Background: an optimization exercise with open tools, aiming at small area, a short achievable clock period and few clock cycles per item. Do not read the settings as production practice. Function was checked by simulation only, so behaviour that the tests miss may differ from the original. Power is estimated from default activity; no workload was simulated.

==> design/flow/design.v <==
`timescale 1ns/1ps
module icache_way (
   input  logic                          clk,
   input  logic                          reset,
   input  logic [$clog2(16)-1:0]    rd_index,
   input  logic [(32 - $clog2(16) - $clog2(4 * 32 / 8))-1:0]      lookup_tag,
   input  logic [$clog2(4)-1:0] word_sel,
   input  logic                          wr_en,
   input  logic [$clog2(16)-1:0]    wr_index,
   input  logic [(32 - $clog2(16) - $clog2(4 * 32 / 8))-1:0]      wr_tag,
   input  logic                          wr_valid,
   input  logic [(4 * 32)-1:0]     wr_line,
   output logic                          way_hit,
   output logic [32-1:0]     way_word
);
   logic [(32 - $clog2(16) - $clog2(4 * 32 / 8))-1:0]  tag_mem [0:16-1];
   logic [(4 * 32)-1:0] data_mem [0:16-1];
   logic [16-1:0]   valid_q;
   logic [(32 - $clog2(16) - $clog2(4 * 32 / 8))-1:0]  rd_tag_q;
   logic [(4 * 32)-1:0] rd_line_q;
   logic                      rd_valid_q;
   always_ff @(posedge clk) begin
      if (wr_en && wr_valid) begin
         tag_mem[wr_index] <= wr_tag;
         data_mem[wr_index] <= wr_line;
      end
   end
   always_ff @(posedge clk) begin
      if (reset) begin
         valid_q <= '0;
      end else if (wr_en) begin
         valid_q[wr_index] <= wr_valid;
      end
   end
   always_ff @(posedge clk) begin
      rd_tag_q <= tag_mem[rd_index];
      rd_line_q <= data_mem[rd_index];
   end
   always_ff @(posedge clk) begin
      if (reset) begin
         rd_valid_q <= 1'b0;
      end else begin
         rd_valid_q <= valid_q[rd_index];
      end
   end
   assign way_hit = rd_valid_q && (rd_tag_q == lookup_tag);
   assign way_word = rd_line_q[word_sel*32 +: 32];
endmodule
`timescale 1ns/1ps
module icache_way_select (
   input  logic                                     clk,
   input  logic                                     reset,
   input  logic [2-1:0]                  way_hit,
   input  logic [2*32-1:0]   way_word,
   input  logic [$clog2(16)-1:0]               rd_index,
   input  logic                                     lru_touch,
   output logic                                     hit,
   output logic [32-1:0]                hit_word,
   output logic                                     victim
);
   localparam int WAY_W = $clog2(2);
   logic [16-1:0] lru_q;
   logic [WAY_W-1:0]        hit_way;
   always_comb begin
      hit_way = '0;
      hit_word = '0;
      for (int w = 0; w < 2; w++) begin
         if (way_hit[w]) begin
            hit_way = WAY_W'(w);
         end
         hit_word = hit_word | ({32{way_hit[w]}} & way_word[w*32 +: 32]);
      end
   end
   assign hit = |way_hit;
   assign victim = lru_q[rd_index];
   always_ff @(posedge clk) begin
      if (reset) begin
         lru_q <= '0;
      end else if (lru_touch) begin
         lru_q[rd_index] <= ~hit_way;
      end
   end
endmodule
`timescale 1ns/1ps
module icache_ctrl (
   input  logic                          clk,
   input  logic                          reset,
   input  logic [32:0]       cpu_req,
   input  logic                          req_valid,
   output logic                          req_ready,
   output logic                          resp_valid,
   output logic                          resp_op,
   input  logic                          resp_ready,
   output logic [32-1:0]     mem_req,
   output logic                          mem_valid,
   input  logic                          mem_ready,
   input  logic [32-1:0]     mem_rdata,
   input  logic                          mem_rdata_valid,
   output logic [$clog2(16)-1:0]    rd_index,
   output logic [(32 - $clog2(16) - $clog2(4 * 32 / 8))-1:0]      lookup_tag,
   output logic [$clog2(4)-1:0] word_sel,
   output logic [2-1:0]       way_wr_en,
   output logic [$clog2(16)-1:0]    way_wr_index,
   output logic [(32 - $clog2(16) - $clog2(4 * 32 / 8))-1:0]      way_wr_tag,
   output logic                          way_wr_valid,
   output logic [(4 * 32)-1:0]     way_wr_line,
   input  logic                          hit,
   input  logic                          victim,
   output logic                          lru_touch
);
   localparam logic [2:0] ST_IDLE   = 3'd0;
   localparam logic [2:0] ST_READ   = 3'd1;
   localparam logic [2:0] ST_LOOKUP = 3'd2;
   localparam logic [2:0] ST_REFILL = 3'd3;
   localparam logic [2:0] ST_FILL   = 3'd4;
   localparam logic [$clog2(4)-1:0] LAST_WORD = $clog2(4)'(4 - 1);
   logic [2:0]                    state;
   logic [2:0]                    state_next;
   logic                          req_op_q;
   logic [32-1:0]     req_addr_q;
   logic                          is_inv;
   logic                          mem_pend_q;
   logic [$clog2(4)-1:0] fill_cnt;
   logic [(4 * 32)-1:0]     line_q;
   logic                          fill_done;
   logic                          inv_wr;
   logic                          fill_wr;
   always_ff @(posedge clk) begin
      if (reset) begin
         state <= ST_IDLE;
      end else begin
         state <= state_next;
      end
   end
   always_comb begin
      state_next = state;
      case (state)
         ST_IDLE: begin
            if (req_valid) begin
               state_next = ST_READ;
            end
         end
         ST_READ: begin
            if (!is_inv) begin
               state_next = ST_LOOKUP;
            end else if (resp_ready) begin
               state_next = ST_IDLE;
            end
         end
         ST_LOOKUP: begin
            if (!hit) begin
               state_next = ST_REFILL;
            end else if (resp_ready) begin
               state_next = ST_IDLE;
            end
         end
         ST_REFILL: begin
            if (fill_done) begin
               state_next = ST_FILL;
            end
         end
         ST_FILL: begin
            state_next = ST_READ;
         end
         default: begin
            state_next = ST_IDLE;
         end
      endcase
   end
   always_ff @(posedge clk) begin
      if (state == ST_IDLE && req_valid) begin
         req_op_q <= cpu_req[32];
         req_addr_q <= cpu_req[32-1:0];
      end
   end
   always_ff @(posedge clk) begin
      if (reset) begin
         mem_pend_q <= 1'b0;
      end else if (state == ST_LOOKUP && !hit) begin
         mem_pend_q <= 1'b1;
      end else if (mem_ready) begin
         mem_pend_q <= 1'b0;
      end
   end
   always_ff @(posedge clk) begin
      if (reset) begin
         fill_cnt <= '0;
      end else if (state == ST_REFILL && mem_rdata_valid) begin
         fill_cnt <= fill_cnt + $clog2(4)'(1);
      end
   end
   always_ff @(posedge clk) begin
      if (state == ST_REFILL && mem_rdata_valid) begin
         line_q <= {mem_rdata, line_q[(4 * 32)-1:32]};
      end
   end
   assign fill_done = state == ST_REFILL && mem_rdata_valid && fill_cnt == LAST_WORD;
   assign is_inv = req_op_q == 1'b1;
   assign req_ready = state == ST_IDLE;
   assign resp_valid = (state == ST_READ && is_inv) || (state == ST_LOOKUP && hit);
   assign resp_op = req_op_q;
   assign lru_touch = state == ST_LOOKUP && hit && resp_ready;
   assign mem_valid = mem_pend_q;
   assign mem_req = {req_addr_q[32-1:$clog2(4 * 32 / 8)], {$clog2(4 * 32 / 8){1'b0}}};
   assign rd_index = req_addr_q[$clog2(16)+$clog2(4 * 32 / 8)-1:$clog2(4 * 32 / 8)];
   assign lookup_tag = req_addr_q[32-1:$clog2(16)+$clog2(4 * 32 / 8)];
   assign word_sel = req_addr_q[$clog2(4 * 32 / 8)-1:$clog2(32 / 8)];
   assign inv_wr = state == ST_READ && is_inv;
   assign fill_wr = state == ST_FILL;
   always_comb begin
      for (int w = 0; w < 2; w++) begin
         way_wr_en[w] = (fill_wr && int'(victim) == w) ||
                        (inv_wr && int'(req_addr_q[0]) == w);
      end
   end
   assign way_wr_index = rd_index;
   assign way_wr_tag = lookup_tag;
   assign way_wr_valid = fill_wr;
   assign way_wr_line = line_q;
endmodule
`timescale 1ns/1ps
module icache_top (
   input  logic                      clk,
   input  logic                      reset,
   input  logic [32:0]   cpu_req,
   input  logic                      req_valid,
   output logic                      req_ready,
   output logic [32:0]   cpu_resp,
   output logic                      resp_valid,
   input  logic                      resp_ready,
   output logic [32-1:0] mem_req,
   output logic                      mem_valid,
   input  logic                      mem_ready,
   input  logic [32-1:0] mem_rdata,
   input  logic                      mem_rdata_valid
);
   logic [$clog2(16)-1:0]            rd_index;
   logic [(32 - $clog2(16) - $clog2(4 * 32 / 8))-1:0]              lookup_tag;
   logic [$clog2(4)-1:0]         word_sel;
   logic [2-1:0]               way_wr_en;
   logic [$clog2(16)-1:0]            way_wr_index;
   logic [(32 - $clog2(16) - $clog2(4 * 32 / 8))-1:0]              way_wr_tag;
   logic                                  way_wr_valid;
   logic [(4 * 32)-1:0]             way_wr_line;
   logic [2-1:0]               way_hit;
   logic [2*32-1:0] way_word;
   logic                                  hit;
   logic [32-1:0]             hit_word;
   logic                                  victim;
   logic                                  lru_touch;
   logic                                  resp_op;
   icache_ctrl u_ctrl (
      .clk             (clk),
      .reset           (reset),
      .cpu_req         (cpu_req),
      .req_valid       (req_valid),
      .req_ready       (req_ready),
      .resp_valid      (resp_valid),
      .resp_op         (resp_op),
      .resp_ready      (resp_ready),
      .mem_req         (mem_req),
      .mem_valid       (mem_valid),
      .mem_ready       (mem_ready),
      .mem_rdata       (mem_rdata),
      .mem_rdata_valid (mem_rdata_valid),
      .rd_index        (rd_index),
      .lookup_tag      (lookup_tag),
      .word_sel        (word_sel),
      .way_wr_en       (way_wr_en),
      .way_wr_index    (way_wr_index),
      .way_wr_tag      (way_wr_tag),
      .way_wr_valid    (way_wr_valid),
      .way_wr_line     (way_wr_line),
      .hit             (hit),
      .victim          (victim),
      .lru_touch       (lru_touch)
   );
   for (genvar w = 0; w < 2; w++) begin : g_way
      icache_way u_way (
         .clk        (clk),
         .reset      (reset),
         .rd_index   (rd_index),
         .lookup_tag (lookup_tag),
         .word_sel   (word_sel),
         .wr_en      (way_wr_en[w]),
         .wr_index   (way_wr_index),
         .wr_tag     (way_wr_tag),
         .wr_valid   (way_wr_valid),
         .wr_line    (way_wr_line),
         .way_hit    (way_hit[w]),
         .way_word   (way_word[w*32 +: 32])
      );
   end
   icache_way_select u_way_select (
      .clk       (clk),
      .reset     (reset),
      .way_hit   (way_hit),
      .way_word  (way_word),
      .rd_index  (rd_index),
      .lru_touch (lru_touch),
      .hit       (hit),
      .hit_word  (hit_word),
      .victim    (victim)
   );
   assign cpu_resp = {resp_op, (resp_op == 1'b0) ? hit_word : 32'(0)};
endmodule
==> design/flow/run.sh <==
#!/bin/bash
# synth_recipe.tcl (not shown) runs the flow's synth.tcl, then flattens the netlist and writes it again
# the make line also repeats each setting of config.mk as NAME=value (left out here)
make -C /OpenROAD-flow-scripts/flow DESIGN_CONFIG=/design/flow/config.mk WORK_HOME=/design/flow/orfs CLKGATE_MAP_FILE= SYNTH_SCRIPT=/design/flow/synth_recipe.tcl finish
==> design/flow/config.mk <==
export PLATFORM = sky130hd
export DESIGN_NAME = icache_top
export DESIGN_NICKNAME = icache_top
export VERILOG_FILES = /design/flow/design.v
export SDC_FILE = /design/flow/constraint.sdc
export NUM_CORES = 4
export LEC_CHECK = 0
export CAP_MARGIN = 20
export CORE_MARGIN = 2
export CORE_UTILIZATION = 40
export SETUP_SLACK_MARGIN = 1.5
export SLEW_MARGIN = 20
==> design/flow/constraint.sdc <==
create_clock -name core_clock -period 7.0 [get_ports {clk}]
set_input_delay 1.4000 -clock core_clock [delete_from_list [all_inputs] [get_ports {clk}]]
set_output_delay 1.4000 -clock core_clock [all_outputs]
set_load 0.01 [all_outputs]
==> out/results.md <==
### Clock network
* **insertion delay of the later-clocked pin in the worst-skew pair** 1.05 ns
* **Root Buffer Master** clkbuf_16
* **level count of the clock H-tree** 6
* **clock sink total** 5,384
* **Post-CTS Hold Buffers** 0
* **total CTS buffers** 551
* **maximum buffer depth of the clock tree** 4
* **CTS tree** done
* **Clock transition at path regs** 0.06 ns

### Global route
* **total routing usage reported by global routing** 0.196
* **GRT Residual Overflow** 0
* **number of antenna violations at the first check in global routing** 24
* **wire length of the first global-routing pass** 701 mm
* **pin count of the biggest net entering global routing** 129
* **via count of the first global-routing pass** 91,300

### Synthesis
* **Seq cells post-synth** 5,384
* **Distinct cells, synth** 62
* **sequential element share of the synthesized area** 0.794
* **largest cells by area after synthesis** edfxtp_1 76%, mux4_2 18%, dfxtp_1 3.6%
* **area share of the largest cell type after synthesis** 0.758
* **Syn Inst Count** 7,859
* **cell type contributing the most total cell area after synthesis** edfxtp_1
* **number of flops mapped to enable cells by yosys** 5,024
* **top cells by instance count after synthesis** 5,024 x edfxtp_1, 1,594 x mux4_2, 360 x dfxtp_1
* **Synth Area per Inst** 25.3 um2
* **share of flip-flops with an asynchronous set or reset after synthesis** 0
* **post-synthesis instance area** 199,000 um2
* **count of synthesis-stage warnings from yosys** 3
* **dominant register cell in the synthesized netlist** edfxtp_1
* **most common cell in the synthesized netlist** edfxtp_1

### Floorplanning
* **Die Height** 710 um
* **standard cell core area** 497,000 um2
* **starting density of the core** 0.401
* **number of ports placed on the die boundary** 139
* **Horiz. Die Dim** 710 um
* **standard-cell row count** 259
* **total die area** 503,000 um2

### Timing
* **Hold Fails Final Rpt** 0
* **PnR worst setup slack** 1.58 ns
* **accumulated negative setup slack** 0 ns
* **shortest clock period the worst path allows after layout** 5.42 ns
* **RSZ-0062 raised after global routing** true
* **transition time at the pin with the least slew margin** 1.16 ns
* **Post-Route Hold Slack** 0.475 ns
* **share of the clock period used by the worst path** 0.774
* **max-slew violations** 0
* **# setup viols final** 0
* **fmax** 0.185 GHz
* **Layout Skew** 0.0525 ns
* **Rel. slew slack** 0.224

### Cells and area
* **Filler Cell Count** 40,000
* **total number of nets in the final design** 8,494
* **non-filler cells, final** 15,500
* **post-layout util** 0.460
* **share of layout cells above drive strength 1** 0.316
* **post-synthesis to final-layout area growth** 14.9%

### Detailed routing
* **remaining number of nets flagged by the antenna check after routing** 0
* **DRC violation count after routing** 0
* **overall via count from detail_route** 89,300
* **final wirelength** 500 mm
* **detailed-routing iteration count for the pre-antenna-repair pass** 6
* **per-cell via count in the routed design** 5.75
* **Routed WL per cell** 32.1 um
* **number of DRC markers after the initial detailed-route iteration** 10,600

### Place
* **Post-DP HPWL** 234 mm
* **worst slack, placed** 0.854 ns
* **final weighted congestion in routability-driven placement** 0.768
* **number of instances in the placed design** 14,400
* **PortBufs** 133

### Worst setup path
* **Crit path largest cell delay** 0.48 ns
* **r2r setup slk** 2.24 ns
* **standard cell with the maximum stage delay on the critical path** edfxtp_1
* **Worst path most repeated cell** buf_12
* **Startpoint Class** flip-flop
* **Reg-to-Reg End** g_way[1].u_way.tag_mem[10][17]$_DFFE_PP_
* **startpoint of the most critical register-to-register path** u_ctrl.req_addr_q[4]$_DFFE_PP_
* **Worst Reg2Reg Path Length in Cells** 7
* **CP Max Fanout** 7
* **arrival time reported for the critical path endpoint** 4.02 ns
* **crit path cell chain** buf_12, xor2_2, nor4_2, nand3_1, nor4_4, buf_6, buf_8, buf_12, buf_12, buf_16, buf_12, a22oi_2, nor2_4, buf_2
* **type of the setup path with the least slack** flip-flop to output port
* **crit path capture type** output port
* **Worst EP required** 5.60 ns

### Pwr
* **worst IR drop on VDD** 288 uV
* **power density over the cells** 314 nW/um2
* **total leakage power** 70.6 nW

### Hold path
* **path class of the lowest-slack min-delay path** flip-flop to flip-flop
* **hold worst-path end** g_way[0].u_way.valid_q[0]$_SDFFE_PP0N_
* **worst hold path stage count** 2
* **source of the worst hold timing path** g_way[0].u_way.valid_q[0]$_SDFFE_PP0N_

### Status
* **result of the run** finished clean

### Flow run
* **max cap viols** 0

[layer usage]
metal	track usage	routed length (um)	vias up	share of wire
met5	0	65	-	0.00013
met2	0.330	251000	3520	0.50
li1	-	-	35200	-
met3	0.0274	33700	722	0.067
met1	0.272	203000	49900	0.41
met4	0.0460	12000	12	0.024
[worst max path at each step]
stage	from	cells after the start	to
6_report	u_ctrl.req_addr_q[25]$_DFFE_PP_	14	cpu_resp[8]
5_1_grt	u_ctrl.req_addr_q[25]$_DFFE_PP_	15	cpu_resp[14]
4_1_cts	u_ctrl.req_addr_q[12]$_DFFE_PP_	13	cpu_resp[7]
3_5_place_dp	u_ctrl.req_addr_q[18]$_DFFE_PP_	10	cpu_resp[7]
3_3_place_gp	u_ctrl.req_addr_q[30]$_DFFE_PP_	8	cpu_resp[7]
2_1_floorplan	u_ctrl.req_addr_q[5]$_DFFE_PP_	9	g_way[1].u_way.data_mem[1][0]$_DFFE_PP_
[worst max-delay path, delay by kind of cell (launching register included)]
kind / cells / cell delay [ns]
buf+inv: 8 / 1.22
simple gates: 4 / 0.96
flops: 1 / 0.48
xor+xnor: 1 / 0.19
compound gates: 1 / 0.12
[sequential cells by signal (all words and copies together) (netlist names)]
register	cells
u_way_select.lru_q	16
g_way.u_way.data_mem	4096
g_way.u_way.valid_q	32
u_ctrl.line_q	128
u_ctrl.state	3
u_ctrl.mem_pend_q	1
g_way.u_way.rd_line_q	256
u_ctrl.req_addr_q	31
g_way.u_way.tag_mem	768
u_ctrl.fill_cnt	2
u_ctrl.req_op_q	1
g_way.u_way.rd_valid_q	2
g_way.u_way.rd_tag_q	48
[cell usage in the layout (no fill, tap or decap), drive strengths merged, types with 32 or more instances in the layout]
cell	synthesis	layout
mux4	1594	1594
clkinv	0	165
nand2	32	32
clkbuf	148	780
o21ai	56	56
clkdlybuf4s50	0	99
buf	281	308
nor2b	48	48
edfxtp	5024	5024
inv	6	42
dfxtp	360	360
nor2	54	54
a22oi	34	34
[final cells by class]
class,count,area (um2),share of cell area
Sequential cell,5384,158000,0.691
Multi-Input combinational cell,2043,39300,0.172
Clock buffer,769,15300,0.0671
Tap cell,6655,8330,0.0364
Timing Repair Buffer,431,5260,0.0230
Clock inverter,245,2400,0.0105
Inverter,6,36.3,0.000159
Antenna cell,8,20.0,0.0000875
[power breakdown]
part | internal, W | total, W | switching, W
clock | 0.0165 | 0.0287 | 0.0122
combinational | 0.00350 | 0.00682 | 0.00332
sequential | 0.0358 | 0.0364 | 0.000534
total | 0.0558 | 0.0719 | 0.0161
[cell families after synthesis]
kind of cell               after synthesis  synth area share
DFF                                   5384             0.794
muxes                                 1605             0.181
buffers and inverters                  435            0.0114
and+or+nand+nor                        228           0.00630
AOI/OAI and AO/OA                      151           0.00514
xor gates and xnor gates                49           0.00216
adders and majority gates                6          0.000377
other                                    1         0.0000188
[stage by stage]
| stage | power, W | cell area [um2] |
|---|---|---|
| CTS | 0.0725 | 228000 |
| floorplan | 0.0418 | 199000 |
| global route | 0.0741 | 229000 |
| global placement | 0.0437 | 210000 |
| detailed placement | 0.0438 | 210000 |
| finish | 0.0719 | 229000 |
[timing repair]
action                     4_1_cts  5_1_grt
gates resized for setup        161       34
gates cloned                     8        3
setup buffers                   34       25
setup endpoints to repair       33       30
pin swaps                       38       19
Testbench counts, summed over its fixed seeds: cycles 139,897, requests 32,000.

## re-timing with driven ports
Ports are ideal in the flow. The routed layout listed here was re-timed in OpenROAD. Step 1 sets driving cells, clkbuf_16 on the clock port and buf_2 on the other inputs (assumed; they add their load-dependent delay and slew). Step 2 times the ports against the registers' clock, not the clock port: input delays grow and output delays shrink by t, the midpoint of the rising clock arrivals with the driver on. a / b / c = ideal / step 1 / step 2; a / b = the first two.
shift t [ns]: 1.134
setup WS [ns]: 1.583 / 1.471 / 2.245
worst register clock-pin slew, ns: 0.07 / 0.07
worst slew at a driven data input, ns: 0.43
pins driven straight from the clock port: 1
After both steps this run still meets setup and hold. For this run, drivers alone change the setup slack by -0.112 ns; drivers and shift together by +0.662 ns.
